This design comes from an exercise in tuning for small area, a short achievable clock period and few clock cycles on the open sky130 flow, not from production work.
The clock port is modelled as an ideal driver, which makes a skipped or thinned clock tree look cheaper than it is; a real chip needs a root buffer or a tree.
Power is estimated from default activity; no workload was simulated.

==> flow/design.v <==
`default_nettype none
package mpd_pkg;
  localparam int BYTE_W    = 8;
  localparam int NUM_SLOTS = 4;
  localparam int MEM_DEPTH = 64;
  localparam int HDR_LEN   = 20;
  typedef logic [BYTE_W-1:0]                byte_t;
  typedef logic [$clog2(NUM_SLOTS)-1:0]     slot_t;
  typedef logic [$clog2(MEM_DEPTH)-1:0]     addr_t;
  typedef logic [$clog2(MEM_DEPTH+1)-1:0]   len_t;
  typedef struct packed {
    logic  en;
    logic  first;
    logic  last;
    byte_t data;
  } wr_req_t;
  typedef struct packed {
    logic  en;
    slot_t slot;
    addr_t addr;
  } rd_req_t;
  typedef struct packed {
    logic  en;
    slot_t slot;
  } free_req_t;
  typedef struct packed {
    logic [47:0] dst_mac;
    logic [47:0] src_mac;
    logic [15:0] ether_type;
    logic [47:0] rest;
  } hdr_fields_t;
  typedef union packed {
    hdr_fields_t                fields;
    byte_t [0:HDR_LEN-1]        lanes;
  } hdr_u;
endpackage
`default_nettype wire
`default_nettype none
module mpd_top (
  input  wire logic           CLK,
  input  wire logic           RST_N,
  input  wire logic           rx_valid,
  input  wire mpd_pkg::byte_t rx_data,
  input  wire logic           rx_last,
  output logic                rx_ready,
  input  wire logic           fw_valid,
  input  wire logic           fw_safe,
  output logic                hdr_valid,
  output mpd_pkg::hdr_u       hdr,
  output logic                tx_valid,
  output mpd_pkg::byte_t      tx_data,
  output logic                tx_last
);
  localparam int AW    = 6;
  localparam int DEPTH = 1 << AW;
  localparam int FW    = 2;
  localparam int NFR   = 1 << FW;
  localparam int HL    = mpd_pkg::HDR_LEN;
  typedef logic [AW:0] ptr_t;
  typedef logic [FW:0] fptr_t;
  mpd_pkg::byte_t mem [DEPTH];
  logic           acc;
  logic           a_infr;      
  ptr_t           wp;          
  logic [4:0]     hcnt;
  logic [4:0]     hidx;
  assign acc  = rx_valid && rx_ready;
  assign hidx = a_infr ? hcnt : 5'd0;
  always_ff @(posedge CLK) begin
    if (acc)
      mem[wp[AW-1:0]] <= rx_data;
  end
  mpd_pkg::byte_t zd;
  assign zd = a_infr ? rx_data : '0;
  always_ff @(posedge CLK) begin
    if (acc && !a_infr)
      hdr.lanes[0] <= rx_data;
    for (int i = 1; i < HL; i++) begin
      if (acc && (!a_infr || hcnt == 5'(i)))
        hdr.lanes[i] <= zd;
    end
    if (acc)
      hcnt <= (hidx == 5'(HL)) ? hidx : hidx + 1'b1;
  end
  ptr_t  fq_end  [NFR];
  logic  fq_safe [NFR];
  fptr_t fwp;                  
  fptr_t fdp;                  
  fptr_t frp;                  
  always_ff @(posedge CLK) begin
    if (acc && rx_last)
      fq_end[fwp[FW-1:0]] <= wp + 1'b1;
    if (fw_valid)
      fq_safe[fdp[FW-1:0]] <= fw_safe;
  end
  ptr_t  rp;
  ptr_t  rp_n;
  ptr_t  cur_end;
  ptr_t  end_n;
  ptr_t  head_end;
  logic  head_safe;
  logic  head_rdy;
  logic  h_dec;                
  logic  h_safe;               
  fptr_t ndec;                 
  fptr_t frp1;
  assign ndec = fdp - frp;
  assign frp1 = frp + 1'b1;
  logic  busy;
  logic  at_last;              
  logic  take;
  logic  start;
  logic  send;
  logic  drop;
  logic  last_byte;
  always_ff @(posedge CLK) begin
    if (take)
      h_safe <= (ndec > fptr_t'(1)) ? fq_safe[frp1[FW-1:0]] : fw_safe;
    else
      h_safe <= (ndec != '0) ? fq_safe[frp[FW-1:0]] : fw_safe;
  end
  assign head_end  = fq_end[frp[FW-1:0]];
  assign head_safe = h_safe;
  assign head_rdy  = h_dec;
  assign take      = head_rdy && (!busy || at_last);
  assign start     = take && head_safe && !busy;
  assign send      = busy || start;
  assign drop      = take && !head_safe;
  assign last_byte = busy ? at_last : rp + 1'b1 == head_end;
  assign rp_n      = drop ? head_end : send ? rp + 1'b1 : rp;
  assign end_n     = (take && head_safe) ? head_end : cur_end;
  localparam int GW = AW / 2;
  localparam int NG = 1 << GW;
  logic [NG-1:0]  rs_lo;       
  logic [NG-1:0]  rs_hi;       
  mpd_pkg::byte_t grp [NG];
  mpd_pkg::byte_t rd_byte;
  always_comb begin
    rd_byte = '0;
    for (int g = 0; g < NG; g++) begin
      grp[g] = '0;
      for (int i = 0; i < NG; i++)
        grp[g] = grp[g] | (mem[g*NG+i] & {8{rs_lo[i]}});
      rd_byte = rd_byte | (grp[g] & {8{rs_hi[g]}});
    end
  end
  always_ff @(posedge CLK or negedge RST_N) begin
    if (!RST_N) begin
      rs_lo <= NG'(1);
      rs_hi <= NG'(1);
    end else begin
      for (int i = 0; i < NG; i++) begin
        rs_lo[i] <= rp_n[GW-1:0] == GW'(i);
        rs_hi[i] <= rp_n[AW-1:GW] == GW'(i);
      end
    end
  end
  always_ff @(posedge CLK) begin
    tx_data <= rd_byte;
    cur_end <= end_n;
    at_last <= rp + 2'd2 == end_n;
  end
  ptr_t  used;
  fptr_t nfq;
  logic  a_infr_n;
  logic  room_byte;
  logic  room_frame;
  assign used       = wp - rp;
  assign nfq        = fwp - frp;
  assign a_infr_n   = acc ? !rx_last : a_infr;
  assign room_byte  = send || drop || !(used == ptr_t'(DEPTH) || (used == ptr_t'(DEPTH - 1) && acc));
  assign room_frame = take || !(nfq == fptr_t'(NFR) || (nfq == fptr_t'(NFR - 1) && acc && rx_last));
  always_ff @(posedge CLK or negedge RST_N) begin
    if (!RST_N) begin
      rx_ready  <= 1'b0;
      a_infr    <= 1'b0;
      wp        <= '0;
      hdr_valid <= 1'b0;
      fwp       <= '0;
      fdp       <= '0;
      frp       <= '0;
      h_dec     <= 1'b0;
      rp        <= '0;
      busy      <= 1'b0;
      tx_valid  <= 1'b0;
      tx_last   <= 1'b0;
    end else begin
      rx_ready  <= room_byte && (a_infr_n || room_frame);
      a_infr    <= a_infr_n;
      if (acc)
        wp <= wp + 1'b1;
      if (acc && rx_last)
        fwp <= fwp + 1'b1;
      hdr_valid <= acc && rx_last;
      if (fw_valid)
        fdp <= fdp + 1'b1;
      if (take)
        frp <= frp + 1'b1;
      h_dec <= fw_valid || ndec > fptr_t'(1) || (ndec == fptr_t'(1) && !take);
      rp <= rp_n;
      if (take && head_safe)
        busy <= !(start && last_byte);
      else if (at_last)
        busy <= 1'b0;
      tx_valid <= send;
      tx_last  <= send && last_byte;
    end
  end
endmodule
`default_nettype wire
Settings: LEC_CHECK=0, CAP_MARGIN=20, CORE_MARGIN=2, CORE_UTILIZATION=70, CTS_BUF_LIST=sky130_fd_sc_hd__clkbuf_16, CTS_CLUSTER_DIAMETER=100, CTS_CLUSTER_SIZE=24, PLACE_DENSITY=0.8, SETUP_SLACK_MARGIN=4.6, SLEW_MARGIN=20; clock period 7.0 ns.
standard.sh (not shown) runs the stock make flow with config.mk's settings and CLKGATE_MAP_FILE= SYNTH_SCRIPT=/design/flow/synth_recipe.tcl, a recipe that flattens the netlist after the stock synthesis.
==> flow/flow/run.sh <==
#!/bin/bash
# The standard layout (the standard.sh), with the clock tree built by flow/cts_hook.tcl
# instead of TritonCTS. ORFS keeps each step's log under orfs/logs; make's own output goes
# to standard.log.
set -euo pipefail
export PRE_CTS_TCL="$PWD/flow/cts_hook.tcl"
bash standard.sh > standard.log 2>&1
Other scripts of this flow, unchanged in this note and not shown: flow/flow/cts_hook.tcl, flow/flow/mytree.tcl
Next try:
--- a/flow/design.v
+++ b/flow/design.v
@@ -65,19 +65,20 @@
   logic [4:0]     hcnt;
   logic [4:0]     hidx;
   assign acc  = rx_valid && rx_ready;
   assign hidx = a_infr ? hcnt : 5'd0;
-  always_ff @(posedge CLK) begin
-    if (acc)
+  logic wen;
+  always_ff @(posedge CLK) begin
+    if (wen)
       mem[wp[AW-1:0]] <= rx_data;
   end
   mpd_pkg::byte_t zd;
   assign zd = a_infr ? rx_data : '0;
   always_ff @(posedge CLK) begin
-    if (acc && !a_infr)
+    if (!a_infr)
       hdr.lanes[0] <= rx_data;
     for (int i = 1; i < HL; i++) begin
-      if (acc && (!a_infr || hcnt == 5'(i)))
+      if (!a_infr || hcnt == 5'(i))
         hdr.lanes[i] <= zd;
     end
     if (acc)
       hcnt <= (hidx == 5'(HL)) ? hidx : hidx + 1'b1;
@@ -164,16 +165,23 @@
   fptr_t nfq;
   logic  a_infr_n;
   logic  room_byte;
   logic  room_frame;
+  logic  h_dec_n;
+  logic  busy_n;
+  assign h_dec_n = fw_valid || ndec > fptr_t'(1) || (ndec == fptr_t'(1) && !take);
+  assign busy_n  = (take && head_safe) ? !(start && last_byte) : (busy && !at_last);
   assign used       = wp - rp;
   assign nfq        = fwp - frp;
   assign a_infr_n   = acc ? !rx_last : a_infr;
-  assign room_byte  = send || drop || !(used == ptr_t'(DEPTH) || (used == ptr_t'(DEPTH - 1) && acc));
+  assign room_byte  = busy_n || h_dec_n ||
+                      ((send || drop) ? !(used == ptr_t'(DEPTH) && acc)
+                                      : !(used == ptr_t'(DEPTH) || (used == ptr_t'(DEPTH - 1) && acc)));
   assign room_frame = take || !(nfq == fptr_t'(NFR) || (nfq == fptr_t'(NFR - 1) && acc && rx_last));
   always_ff @(posedge CLK or negedge RST_N) begin
     if (!RST_N) begin
       rx_ready  <= 1'b0;
+      wen       <= 1'b0;
       a_infr    <= 1'b0;
       wp        <= '0;
       hdr_valid <= 1'b0;
       fwp       <= '0;
@@ -185,8 +193,9 @@
       tx_valid  <= 1'b0;
       tx_last   <= 1'b0;
     end else begin
       rx_ready  <= room_byte && (a_infr_n || room_frame);
+      wen       <= room_byte;
       a_infr    <= a_infr_n;
       if (acc)
         wp <= wp + 1'b1;
       if (acc && rx_last)
@@ -195,14 +204,11 @@
       if (fw_valid)
         fdp <= fdp + 1'b1;
       if (take)
         frp <= frp + 1'b1;
-      h_dec <= fw_valid || ndec > fptr_t'(1) || (ndec == fptr_t'(1) && !take);
+      h_dec <= h_dec_n;
       rp <= rp_n;
-      if (take && head_safe)
-        busy <= !(start && last_byte);
-      else if (at_last)
-        busy <= 1'b0;
+      busy <= busy_n;
       tx_valid <= send;
       tx_last  <= send && last_byte;
     end
   end
Clock power barely changes.
Global-route usage goes down by 1.0 points.
Routed wire length goes down slightly.
Via count is about the same.
Synthesized cell count goes up slightly.
Clock skew goes up by 0.0051 ns.
Function was not checked in any run of this note: the RTL went through the layout flow alone. In every run of this note, the design's own scripts or RTL, not TritonCTS, make the clock network.

-- afterwards: timing with drivers on the ports --
The flow's constraints put no driver on any port. The routed layouts listed below were extracted and timed again, unchanged, in two steps. Step 1: set_driving_cell puts a clkbuf_16 on CLK and a buf_2 on each other input, an assumption about the parent block. Step 2 times the ports against the registers' clock, not the clock port: input delays grow and output delays shrink by t, the midpoint of the rising clock arrivals with the driver on. Three values: ideal ports, drivers, drivers and shift; two values: the first two.
run | shift t [ns] | setup WS [ns] | worst setup path after step 2
the first run | 0.506 | 4.528 / 4.397 / 4.189 | input to register
the second run | 0.496 | 4.415 / 4.415 / 4.176 | input to register
After both steps every run listed still meets setup and hold. The setup slack of the first run, which loses most, moves by -0.131 ns with the drivers and by -0.339 ns with both steps.
